What follows belongs to an exercise in optimizing a design on an open flow for small area, a short achievable clock period and few clock cycles; a production flow would make more cautious choices.
RTL that was checked went through simulation tests only; none was proved equivalent to the original.

==> harbor <==
## line_rasterizer_interpolated
module line_rasterizer_interpolated
#(
    parameter int COORD_BITS = 6,
    parameter int DEPTH_BITS = 16,
    parameter int FRAC_BITS  = 16
) (
    input  wire logic                 aclk,
    input  wire logic                 aresetn,
    input  wire logic                 s_tvalid,
    output logic                      s_tready,
    input  wire logic [((2*(2*COORD_BITS+DEPTH_BITS+32)+7)/8)*8-1:0] s_tdata,
    output logic                      m_tvalid,
    input  wire logic                 m_tready,
    output logic [((2*COORD_BITS+DEPTH_BITS+32+7)/8)*8-1:0] m_tdata,
    output logic                      m_tlast
);
    localparam int C      = COORD_BITS;
    localparam int CW     = lri_pkg::CHAN_W;
    localparam int NC     = lri_pkg::NUM_COLOR;
    localparam int PT_W   = 2*C + DEPTH_BITS + lri_pkg::COLOR_W;
    localparam int OUT_W  = ((2*C + DEPTH_BITS + NC*CW + 7) / 8) * 8;
    localparam int E_W    = C + 2;
    localparam int N_INT  = DEPTH_BITS/2 - 1;
    localparam int C_INT  = CW/2 - 1;
    logic [C-1:0] xa, ya, xb, yb;
    logic [C:0]   dxp, dxn, dyp, dyn;      
    assign xa = s_tdata[C-1:0];
    assign ya = s_tdata[2*C-1:C];
    assign xb = s_tdata[PT_W+C-1:PT_W];
    assign yb = s_tdata[PT_W+2*C-1:PT_W+C];
    assign dxp = {1'b0, xb} - {1'b0, xa};
    assign dxn = {1'b0, xa} - {1'b0, xb};
    assign dyp = {1'b0, yb} - {1'b0, ya};
    assign dyn = {1'b0, ya} - {1'b0, yb};
    logic st_idle, st_geo, st_int, st_rdy, st_hold;
    logic [2:0] cnt_reg;
    logic       cx_reg, cy_reg;        
    logic [C-1:0] adx_reg, ady_reg;
  ...
export LEC_CHECK = 0
export CAP_MARGIN = 5
export CORE_MARGIN = 2
export CORE_UTILIZATION = 40
export CTS_CLUSTER_DIAMETER = 80
export CTS_CLUSTER_SIZE = 24
export SETUP_SLACK_MARGIN = 4.55
export SLEW_MARGIN = 5
create_clock -name core_clock -period 7.5 [get_ports {aclk}]
standard.sh (not shown) runs the stock make flow with config.mk's settings and CLKGATE_MAP_FILE= SYNTH_SCRIPT=/design/flow/synth_recipe.tcl, a recipe that flattens the netlist after the stock synthesis.
==> flow/flow/run.sh <==
#!/bin/bash
# Standard layout, with two changes: the port buffers are made from plain
# buffers (sky130_fd_sc_hd__buf_2) instead of the delay buffers buffer_ports
# picks, and clock tree synthesis adds no dummy loads.
set -euo pipefail
export BUFFER_PORTS_ARGS="-buffer_cell sky130_fd_sc_hd__buf_2"
export CTS_ARGS="-sink_clustering_enable -repair_clock_nets -buf_list sky130_fd_sc_hd__clkbuf_8 -sink_clustering_size 16 -sink_clustering_max_diameter 60 -dont_use_dummy_load"
bash standard.sh > standard.log 2>&1
==> sierra: changes against harbor <==
--- a/flow/design.v
+++ b/flow/design.v
@@ -50,20 +50,17 @@
     input  wire logic         ld_diff,    
     input  wire logic         geo,        
     input  wire logic         geo_step,   
     input  wire logic         swap_c,     
     input  wire logic [2:0]   den_sm,     
     input  wire logic         int_en,     
     input  wire logic         int_first,  
     input  wire logic [C-1:0] den,        
-    output logic      [C-1:0] r_o,        
-    output logic      [1:0]   nb_o,       
-    input  wire logic [1:0]   qs_i,       
-    input  wire logic [C-1:0] rs_i,       
+    input  wire logic [C+1:0] den3,       
     input  wire logic         swap,       
     input  wire logic         n_load,     
     input  wire logic         stash,      
     input  wire logic         d_load,     
     input  wire logic         pw,         
     input  wire logic         step,       
     output logic      [W-1:0] v           
 );
@@ -88,35 +85,35 @@
     logic [C:0] rb_n, fr_n, fr_nx;
     logic         carry;
     logic [W:0]   vsum;
     logic [W-1:0] fsel;
     assign diff  = {1'b0, b_val} - {1'b0, a_val};
     localparam bit LATE_CPL = W > 8;
     assign nbits = q_reg[W-1 -: 2] ^ {2{LATE_CPL && dneg_reg}};
     assign sbits = nbits;
-    assign r_o   = r_reg;
-    assign nb_o  = sbits;
-    assign qs    = qs_i;
-    assign rs    = rs_i;
     assign fsel  = swap ? b_val : a_val;
     always_comb begin
         q0 = '0;
         r0 = C'(nbits);
         if (den_sm[0]) begin
             q0 = nbits;
             r0 = '0;
         end else if (den_sm[1]) begin
             q0 = {1'b0, nbits[1]};
             r0 = C'(nbits[0]);
         end else if (den_sm[2] && (nbits == 2'd3)) begin
             q0 = 2'd1;
             r0 = '0;
         end
     end
+    lri_divider #(.DEN_W(C)) u_step (
+        .r_in (r_reg), .bits (sbits), .den (den), .den3 (den3),
+        .q    (qs),    .r_out (rs)
+    );
     always_comb begin
         ra_n  = r_reg + C'(dneg_reg);
         rb_n  = ({1'b0, ra_n}) - ({1'b0, den});
         fr_n  = neg_reg ? {1'b0, ra_n} : rb_n;
         carry = !fr_reg[C] && !(zz_reg && frz_reg);
         fr_nx = fr_reg + (carry ? rb_reg : ({1'b0, ra_reg}));
         vsum  = {v_reg, 1'b1} + {inc_reg, carry ^ wneg_reg};
     end
@@ -186,30 +183,30 @@
 );
     localparam int C      = COORD_BITS;
     localparam int CW     = lri_pkg::CHAN_W;
     localparam int NC     = lri_pkg::NUM_COLOR;
     localparam int PT_W   = 2*C + DEPTH_BITS + lri_pkg::COLOR_W;
     localparam int OUT_W  = ((2*C + DEPTH_BITS + NC*CW + 7) / 8) * 8;
     localparam int E_W    = C + 2;
     localparam int N_INT  = DEPTH_BITS/2 - 1;
-    localparam int C_INT  = CW/2 - 1;
+    localparam int C_INT0 = N_INT - CW/2;      
     logic [C-1:0] xa, ya, xb, yb;
     logic [C:0]   dxp, dxn, dyp, dyn;      
     assign xa = s_tdata[C-1:0];
     assign ya = s_tdata[2*C-1:C];
     assign xb = s_tdata[PT_W+C-1:PT_W];
     assign yb = s_tdata[PT_W+2*C-1:PT_W+C];
     assign dxp = {1'b0, xb} - {1'b0, xa};
     assign dxn = {1'b0, xa} - {1'b0, xb};
     assign dyp = {1'b0, yb} - {1'b0, ya};
     assign dyn = {1'b0, ya} - {1'b0, yb};
     logic st_idle, st_geo, st_int, st_rdy, st_hold;
     logic [2:0] cnt_reg;
-    logic       cx_reg, cy_reg;        
+    logic       cint_reg;              
     logic [C-1:0] adx_reg, ady_reg;
     logic         xgt_reg, ygt_reg;
     logic [C-1:0] span_reg, nmin_reg;
     logic [C+1:0] span3_reg;
     logic         xmaj_reg, swap_reg, up_reg;
     logic         xmaj_c, swap_c, up_c;
     logic [C-1:0] span_c, nmin_c;
     logic [C+1:0] span3_c;
@@ -223,51 +220,50 @@
             span_sm[k] = xmaj_c ? (adx_reg == C'(k+1)) : (ady_reg == C'(k+1));
         span3_c = xmaj_c ? ({2'b00, adx_reg} + {1'b0, adx_reg, 1'b0})
                          : ({2'b00, ady_reg} + {1'b0, ady_reg, 1'b0});
         up_c    = xmaj_c ? (swap_c ? ygt_reg : !ygt_reg)
                          : (swap_c ? xgt_reg : !xgt_reg);
     end
     logic vld_reg, last_reg, pend_reg;
     logic accept, take, n_load, stash, d_load, step, pend_clear;
-    logic ld_diff, geo, int_d;
+    logic ld_diff, geo, int_d, int_c;
     logic int_last;
     logic sready_reg, rdy_n, pend_n, vld_n, last_n;
     assign s_tready   = sready_reg;
     assign accept     = s_tvalid && s_tready;
     assign take       = vld_reg && m_tready;
     assign pend_clear = pend_reg && m_tready;
     assign n_load     = accept && (!vld_reg || m_tready);
     assign stash      = accept && vld_reg && !m_tready;
     assign d_load     = pend_clear;
     assign step       = take && !last_reg;
     assign ld_diff = st_idle;
     assign geo     = st_geo;
     assign int_d   = st_int;
+    assign int_c   = cint_reg;
     assign int_last = cnt_reg == 3'(N_INT-1);
     always_ff @(posedge aclk) begin
         if (!aresetn) begin
             st_idle  <= 1'b1;
             st_geo   <= 1'b0;
             st_int   <= 1'b0;
             st_rdy   <= 1'b0;
             st_hold  <= 1'b0;
             cnt_reg  <= '0;
-            cx_reg   <= 1'b0;
-            cy_reg   <= 1'b0;
+            cint_reg <= 1'b0;
         end else begin
             st_idle  <= (st_idle && !s_tvalid) || (st_rdy && accept && !stash) ||
                         (st_hold && pend_clear);
             st_geo   <= st_idle && s_tvalid;
             st_int   <= st_geo || (st_int && !int_last);
             st_rdy   <= rdy_n;
             st_hold  <= (st_rdy && stash) || (st_hold && !pend_clear);
             cnt_reg  <= st_int ? cnt_reg + 1'b1 : '0;
-            cx_reg   <= st_geo || (st_int && (cnt_reg < 3'(C_INT-1)));
-            cy_reg   <= st_int && (cnt_reg >= 3'(C_INT-1)) && (cnt_reg < 3'(2*C_INT-1));
+            cint_reg <= st_int && !int_last && (cnt_reg >= 3'(C_INT0-1));
         end
     end
     always_ff @(posedge aclk) begin
         if (ld_diff) begin
             xgt_reg <= dxp[C];
             ygt_reg <= dyp[C];
             adx_reg <= dxp[C] ? dxn[C-1:0] : dxp[C-1:0];
             ady_reg <= dyp[C] ? dyn[C-1:0] : dyp[C-1:0];
@@ -278,59 +274,38 @@
             nmin_reg   <= nmin_c;
             xmaj_reg   <= xmaj_c;
             swap_reg   <= swap_c;
             up_reg     <= up_c;
         end
     end
     logic [DEPTH_BITS-1:0] zv;
     logic [CW-1:0]         cv [NC];
-    logic [C-1:0]          dr, drs;
-    logic [1:0]            dnb, dqs;
-    logic [C-1:0]          cr [NC];
-    logic [1:0]            cnb [NC];
-    logic [C-1:0]          crs [NC/2];
-    logic [1:0]            cqs [NC/2];
     lri_chan #(.W(DEPTH_BITS), .C(C)) u_depth (
         .aclk     (aclk),
         .a_val    (s_tdata[2*C+DEPTH_BITS-1:2*C]),
         .b_val    (s_tdata[PT_W+2*C+DEPTH_BITS-1:PT_W+2*C]),
         .ld_diff  (ld_diff),  .geo (geo), .geo_step (1'b1),
         .swap_c   (swap_c),   .den_sm (span_sm),
         .int_en   (int_d),    .int_first (st_int && (cnt_reg == '0)),
-        .den      (span_reg),
-        .r_o      (dr),       .nb_o (dnb), .qs_i (dqs), .rs_i (drs),
+        .den      (span_reg), .den3 (span3_reg),
         .swap     (swap_reg),
         .n_load   (n_load),   .stash (stash), .d_load (d_load),
         .pw       (pw_reg),   .step (step),
         .v        (zv)
     );
-    lri_divider #(.DEN_W(C)) u_dstep (
-        .r_in (dr),  .bits (dnb), .den (span_reg), .den3 (span3_reg),
-        .q    (dqs), .r_out (drs)
-    );
-    for (genvar p = 0; p < NC/2; p++) begin : g_pair
-        lri_divider #(.DEN_W(C)) u_cstep (
-            .r_in (cy_reg ? cr[2*p+1] : cr[2*p]),
-            .bits (cy_reg ? cnb[2*p+1] : cnb[2*p]),
-            .den  (span_reg), .den3 (span3_reg),
-            .q    (cqs[p]),   .r_out (crs[p])
-        );
-    end
     for (genvar k = 0; k < NC; k++) begin : g_col
         lri_chan #(.W(CW), .C(C)) u_col (
             .aclk     (aclk),
             .a_val    (s_tdata[PT_W-1-CW*k -: CW]),
             .b_val    (s_tdata[2*PT_W-1-CW*k -: CW]),
-            .ld_diff  (ld_diff),  .geo (geo), .geo_step (1'b1),
+            .ld_diff  (ld_diff),  .geo (geo), .geo_step (1'b0),
             .swap_c   (swap_c),   .den_sm (span_sm),
-            .int_en   ((k % 2 == 0) ? cx_reg : cy_reg),
-            .int_first(st_int && (cnt_reg == ((k % 2 == 0) ? 3'd0 : 3'(C_INT)))),
-            .den      (span_reg),
-            .r_o      (cr[k]),    .nb_o (cnb[k]), .qs_i (cqs[k/2]), .rs_i (crs[k/2]),
+            .int_en   (int_c),    .int_first (1'b0),
+            .den      (span_reg), .den3 (span3_reg),
             .swap     (swap_reg),
             .n_load   (n_load),   .stash (stash), .d_load (d_load),
             .pw       (pw_reg),   .step (step),
             .v        (cv[k])
         );
     end
     logic             wxmaj_reg, wup_reg;
     logic [C-1:0]     x_reg, y_reg, left_reg;
==> flow/flow/run.sh (replaced) <==
#!/bin/bash
# Standard layout, with two changes: the port buffers are made from plain
# buffers (sky130_fd_sc_hd__buf_2) instead of the delay buffers buffer_ports
# picks, and clock tree synthesis adds no dummy loads.
set -euo pipefail
export BUFFER_PORTS_ARGS="-buffer_cell sky130_fd_sc_hd__buf_2"
export CTS_ARGS="-sink_clustering_enable -repair_clock_nets -sink_clustering_size 24 -sink_clustering_max_diameter 80 -dont_use_dummy_load"
bash standard.sh > standard.log 2>&1
==> zinc: changes against harbor <==
--- a/flow/design.v
+++ b/flow/design.v
@@ -50,20 +50,17 @@
     input  wire logic         ld_diff,    
     input  wire logic         geo,        
     input  wire logic         geo_step,   
     input  wire logic         swap_c,     
     input  wire logic [2:0]   den_sm,     
     input  wire logic         int_en,     
     input  wire logic         int_first,  
     input  wire logic [C-1:0] den,        
-    output logic      [C-1:0] r_o,        
-    output logic      [1:0]   nb_o,       
-    input  wire logic [1:0]   qs_i,       
-    input  wire logic [C-1:0] rs_i,       
+    input  wire logic [C+1:0] den3,       
     input  wire logic         swap,       
     input  wire logic         n_load,     
     input  wire logic         stash,      
     input  wire logic         d_load,     
     input  wire logic         pw,         
     input  wire logic         step,       
     output logic      [W-1:0] v           
 );
@@ -85,50 +82,49 @@
     logic [C-1:0] r0, rs;
     logic [1:0]   sbits, nbits;
     logic [C-1:0] ra_n;
     logic [C:0] rb_n, fr_n, fr_nx;
     logic         carry;
     logic [W:0]   vsum;
     logic [W-1:0] fsel;
     assign diff  = {1'b0, b_val} - {1'b0, a_val};
-    localparam bit LATE_CPL = W > 8;
-    assign nbits = q_reg[W-1 -: 2] ^ {2{LATE_CPL && dneg_reg}};
+    assign nbits = q_reg[W-1 -: 2] ^ {2{dneg_reg}};
     assign sbits = nbits;
-    assign r_o   = r_reg;
-    assign nb_o  = sbits;
-    assign qs    = qs_i;
-    assign rs    = rs_i;
     assign fsel  = swap ? b_val : a_val;
     always_comb begin
         q0 = '0;
         r0 = C'(nbits);
         if (den_sm[0]) begin
             q0 = nbits;
             r0 = '0;
         end else if (den_sm[1]) begin
             q0 = {1'b0, nbits[1]};
             r0 = C'(nbits[0]);
         end else if (den_sm[2] && (nbits == 2'd3)) begin
             q0 = 2'd1;
             r0 = '0;
         end
     end
+    lri_divider #(.DEN_W(C)) u_step (
+        .r_in (r_reg), .bits (sbits), .den (den), .den3 (den3),
+        .q    (qs),    .r_out (rs)
+    );
     always_comb begin
         ra_n  = r_reg + C'(dneg_reg);
         rb_n  = ({1'b0, ra_n}) - ({1'b0, den});
         fr_n  = neg_reg ? {1'b0, ra_n} : rb_n;
         carry = !fr_reg[C] && !(zz_reg && frz_reg);
         fr_nx = fr_reg + (carry ? rb_reg : ({1'b0, ra_reg}));
         vsum  = {v_reg, 1'b1} + {inc_reg, carry ^ wneg_reg};
     end
     always_ff @(posedge aclk) begin
         if (ld_diff) begin
             dneg_reg <= diff[W];
-            q_reg    <= diff[W-1:0] ^ {W{!LATE_CPL && diff[W]}};
+            q_reg    <= diff[W-1:0];
         end else if (geo) begin
             neg_reg <= dneg_reg ^ swap_c;
             if (geo_step)
                 q_reg <= {q_reg[W-3:0], q0};
         end else if (int_en) begin
             q_reg <= {q_reg[W-3:2], q_reg[1:0] ^ {2{neg_reg && int_first}},
                       qs ^ {2{neg_reg}}};
         end
@@ -186,30 +182,30 @@
 );
     localparam int C      = COORD_BITS;
     localparam int CW     = lri_pkg::CHAN_W;
     localparam int NC     = lri_pkg::NUM_COLOR;
     localparam int PT_W   = 2*C + DEPTH_BITS + lri_pkg::COLOR_W;
     localparam int OUT_W  = ((2*C + DEPTH_BITS + NC*CW + 7) / 8) * 8;
     localparam int E_W    = C + 2;
     localparam int N_INT  = DEPTH_BITS/2 - 1;
-    localparam int C_INT  = CW/2 - 1;
+    localparam int C_INT0 = N_INT - CW/2;      
     logic [C-1:0] xa, ya, xb, yb;
     logic [C:0]   dxp, dxn, dyp, dyn;      
     assign xa = s_tdata[C-1:0];
     assign ya = s_tdata[2*C-1:C];
     assign xb = s_tdata[PT_W+C-1:PT_W];
     assign yb = s_tdata[PT_W+2*C-1:PT_W+C];
     assign dxp = {1'b0, xb} - {1'b0, xa};
     assign dxn = {1'b0, xa} - {1'b0, xb};
     assign dyp = {1'b0, yb} - {1'b0, ya};
     assign dyn = {1'b0, ya} - {1'b0, yb};
     logic st_idle, st_geo, st_int, st_rdy, st_hold;
     logic [2:0] cnt_reg;
-    logic       cx_reg, cy_reg;        
+    logic       cint_reg;              
     logic [C-1:0] adx_reg, ady_reg;
     logic         xgt_reg, ygt_reg;
     logic [C-1:0] span_reg, nmin_reg;
     logic [C+1:0] span3_reg;
     logic         xmaj_reg, swap_reg, up_reg;
     logic         xmaj_c, swap_c, up_c;
     logic [C-1:0] span_c, nmin_c;
     logic [C+1:0] span3_c;
@@ -223,51 +219,50 @@
             span_sm[k] = xmaj_c ? (adx_reg == C'(k+1)) : (ady_reg == C'(k+1));
         span3_c = xmaj_c ? ({2'b00, adx_reg} + {1'b0, adx_reg, 1'b0})
                          : ({2'b00, ady_reg} + {1'b0, ady_reg, 1'b0});
         up_c    = xmaj_c ? (swap_c ? ygt_reg : !ygt_reg)
                          : (swap_c ? xgt_reg : !xgt_reg);
     end
     logic vld_reg, last_reg, pend_reg;
     logic accept, take, n_load, stash, d_load, step, pend_clear;
-    logic ld_diff, geo, int_d;
+    logic ld_diff, geo, int_d, int_c;
     logic int_last;
     logic sready_reg, rdy_n, pend_n, vld_n, last_n;
     assign s_tready   = sready_reg;
     assign accept     = s_tvalid && s_tready;
     assign take       = vld_reg && m_tready;
     assign pend_clear = pend_reg && m_tready;
     assign n_load     = accept && (!vld_reg || m_tready);
     assign stash      = accept && vld_reg && !m_tready;
     assign d_load     = pend_clear;
     assign step       = take && !last_reg;
     assign ld_diff = st_idle;
     assign geo     = st_geo;
     assign int_d   = st_int;
+    assign int_c   = cint_reg;
     assign int_last = cnt_reg == 3'(N_INT-1);
     always_ff @(posedge aclk) begin
         if (!aresetn) begin
             st_idle  <= 1'b1;
             st_geo   <= 1'b0;
             st_int   <= 1'b0;
             st_rdy   <= 1'b0;
             st_hold  <= 1'b0;
             cnt_reg  <= '0;
-            cx_reg   <= 1'b0;
-            cy_reg   <= 1'b0;
+            cint_reg <= 1'b0;
         end else begin
             st_idle  <= (st_idle && !s_tvalid) || (st_rdy && accept && !stash) ||
                         (st_hold && pend_clear);
             st_geo   <= st_idle && s_tvalid;
             st_int   <= st_geo || (st_int && !int_last);
             st_rdy   <= rdy_n;
             st_hold  <= (st_rdy && stash) || (st_hold && !pend_clear);
             cnt_reg  <= st_int ? cnt_reg + 1'b1 : '0;
-            cx_reg   <= st_geo || (st_int && (cnt_reg < 3'(C_INT-1)));
-            cy_reg   <= st_int && (cnt_reg >= 3'(C_INT-1)) && (cnt_reg < 3'(2*C_INT-1));
+            cint_reg <= st_int && !int_last && (cnt_reg >= 3'(C_INT0-1));
         end
     end
     always_ff @(posedge aclk) begin
         if (ld_diff) begin
             xgt_reg <= dxp[C];
             ygt_reg <= dyp[C];
             adx_reg <= dxp[C] ? dxn[C-1:0] : dxp[C-1:0];
             ady_reg <= dyp[C] ? dyn[C-1:0] : dyp[C-1:0];
@@ -278,59 +273,38 @@
             nmin_reg   <= nmin_c;
             xmaj_reg   <= xmaj_c;
             swap_reg   <= swap_c;
             up_reg     <= up_c;
         end
     end
     logic [DEPTH_BITS-1:0] zv;
     logic [CW-1:0]         cv [NC];
-    logic [C-1:0]          dr, drs;
-    logic [1:0]            dnb, dqs;
-    logic [C-1:0]          cr [NC];
-    logic [1:0]            cnb [NC];
-    logic [C-1:0]          crs [NC/2];
-    logic [1:0]            cqs [NC/2];
     lri_chan #(.W(DEPTH_BITS), .C(C)) u_depth (
         .aclk     (aclk),
         .a_val    (s_tdata[2*C+DEPTH_BITS-1:2*C]),
         .b_val    (s_tdata[PT_W+2*C+DEPTH_BITS-1:PT_W+2*C]),
         .ld_diff  (ld_diff),  .geo (geo), .geo_step (1'b1),
         .swap_c   (swap_c),   .den_sm (span_sm),
         .int_en   (int_d),    .int_first (st_int && (cnt_reg == '0)),
-        .den      (span_reg),
-        .r_o      (dr),       .nb_o (dnb), .qs_i (dqs), .rs_i (drs),
+        .den      (span_reg), .den3 (span3_reg),
         .swap     (swap_reg),
         .n_load   (n_load),   .stash (stash), .d_load (d_load),
         .pw       (pw_reg),   .step (step),
         .v        (zv)
     );
-    lri_divider #(.DEN_W(C)) u_dstep (
-        .r_in (dr),  .bits (dnb), .den (span_reg), .den3 (span3_reg),
-        .q    (dqs), .r_out (drs)
-    );
-    for (genvar p = 0; p < NC/2; p++) begin : g_pair
-        lri_divider #(.DEN_W(C)) u_cstep (
-            .r_in (cy_reg ? cr[2*p+1] : cr[2*p]),
-            .bits (cy_reg ? cnb[2*p+1] : cnb[2*p]),
-            .den  (span_reg), .den3 (span3_reg),
-            .q    (cqs[p]),   .r_out (crs[p])
-        );
-    end
     for (genvar k = 0; k < NC; k++) begin : g_col
         lri_chan #(.W(CW), .C(C)) u_col (
             .aclk     (aclk),
             .a_val    (s_tdata[PT_W-1-CW*k -: CW]),
             .b_val    (s_tdata[2*PT_W-1-CW*k -: CW]),
-            .ld_diff  (ld_diff),  .geo (geo), .geo_step (1'b1),
+            .ld_diff  (ld_diff),  .geo (geo), .geo_step (1'b0),
             .swap_c   (swap_c),   .den_sm (span_sm),
-            .int_en   ((k % 2 == 0) ? cx_reg : cy_reg),
-            .int_first(st_int && (cnt_reg == ((k % 2 == 0) ? 3'd0 : 3'(C_INT)))),
-            .den      (span_reg),
-            .r_o      (cr[k]),    .nb_o (cnb[k]), .qs_i (cqs[k/2]), .rs_i (crs[k/2]),
+            .int_en   (int_c),    .int_first (1'b0),
+            .den      (span_reg), .den3 (span3_reg),
             .swap     (swap_reg),
             .n_load   (n_load),   .stash (stash), .d_load (d_load),
             .pw       (pw_reg),   .step (step),
             .v        (cv[k])
         );
     end
     logic             wxmaj_reg, wup_reg;
     logic [C-1:0]     x_reg, y_reg, left_reg;
==> flow/flow/run.sh (replaced) <==
#!/bin/bash
# Standard layout, with two changes: the port buffers are made from plain
# buffers (sky130_fd_sc_hd__buf_2) instead of the delay buffers buffer_ports
# picks, and clock tree synthesis adds no dummy loads.
set -euo pipefail
export BUFFER_PORTS_ARGS="-buffer_cell sky130_fd_sc_hd__buf_2"
export CTS_ARGS="-sink_clustering_enable -repair_clock_nets -sink_clustering_size 24 -sink_clustering_max_diameter 80 -dont_use_dummy_load"
bash standard.sh > standard.log 2>&1
==> impl_metrics.env <==
export IMPL_synth_area_mux_share=0.0651
export IMPL_grt_pass1_wl_um=132000
export IMPL_vdd_drop_max_mv=0.190
export IMPL_seqCellArea_um2=11600
export IMPL_synth_area_leaders="edfxtp_1 35%, ha_1 13%, a21oi_1 4.7%"
export IMPL_dp_cells=4155
export IMPL_min_period_over_period=0.422
export IMPL_fin_nets=3860
export IMPL_area_share_nonclk_buffers=0.0690
export IMPL_diodes=3
export IMPL_fin_skew_ps=79.7
export IMPL_outcome="finished clean"
export IMPL_dpl_instance_area_um2=33200
export IMPL_final_layout_size_suffix_gt1_frac=0.233
(the above is from zinc)
==> impl_metrics.env <==
export IMPL_final_layout_size_suffix_gt1_frac=0.227
export IMPL_outcome="finished clean"
export IMPL_seqCellArea_um2=11800
export IMPL_area_share_nonclk_buffers=0.0693
export IMPL_dp_cells=4117
export IMPL_vdd_drop_max_mv=0.108
export IMPL_holdWs_ps=401
export IMPL_diodes=7
export IMPL_fin_skew_ps=94.3
export IMPL_grt_pass1_wl_um=131000
export IMPL_synth_area_mux_share=0.0631
export IMPL_dpl_instance_area_um2=32900
(the above is from harbor)
==> impl_metrics.env <==
export IMPL_outcome="finished clean"
export IMPL_final_layout_size_suffix_gt1_frac=0.225
export IMPL_hold_viol_final=0
export IMPL_dpl_instance_area_um2=34600
export IMPL_n_clock_buffer=29
export IMPL_synth_area_mux_share=0.0585
export IMPL_multi_input_gates=2542
export IMPL_dp_cells=4461
export IMPL_diodes=2
export IMPL_synth_top_cell_by_area="edfxtp_1"
export IMPL_synth_edf_count=353
export IMPL_seqCellArea_um2=11600
export IMPL_synth_area_leaders="edfxtp_1 33%, ha_1 13%, a21oi_1 4.2%"
export IMPL_fin_skew_ps=48.9
export IMPL_grt_pass1_wl_um=141000
export IMPL_area_share_nonclk_buffers=0.0787
(the above is from sierra)
Testbench counts of harbor, summed over its fixed seeds: cycles 38,956.
Testbench counts of zinc, summed over its fixed seeds: cycles 38,956.
The RTL of sierra was laid out without a check of its function.

## re-timing with driven ports
The results above use ideal ports. As a check the final layouts listed here were re-extracted and re-timed, cells and wires unchanged. Step 1: set_driving_cell puts a clkbuf_16 on aclk and a buf_2 on each other input, an assumption about the parent block. Step 2 times the ports against the registers' clock, not the clock port: input delays grow and output delays shrink by t, the midpoint of the rising clock arrivals with the driver on. Three values: ideal, step 1, step 2; two values: the first two.
| run | shift t [ns] | setup slack, ns | latest minus earliest clock arrival (ns) | slew at the worst register clock pin (ns) | worst data-port slew with drivers (ns) |
|---|---|---|---|---|---|
| harbor | 0.662 | 4.327 / 4.337 / 3.674 | 0.100 / 0.099 | 0.11 / 0.11 | 0.13 |
| sierra | 0.653 | 4.369 / 4.376 / 3.723 | 0.053 / 0.052 | 0.10 / 0.10 | 0.12 |
| zinc | 0.651 | 4.335 / 4.364 / 3.712 | 0.087 / 0.087 | 0.11 / 0.11 | 0.10 |
After both steps every run listed still meets setup and hold. The setup slack of harbor, which loses most, moves by +0.010 ns with the drivers and by -0.653 ns with both steps.
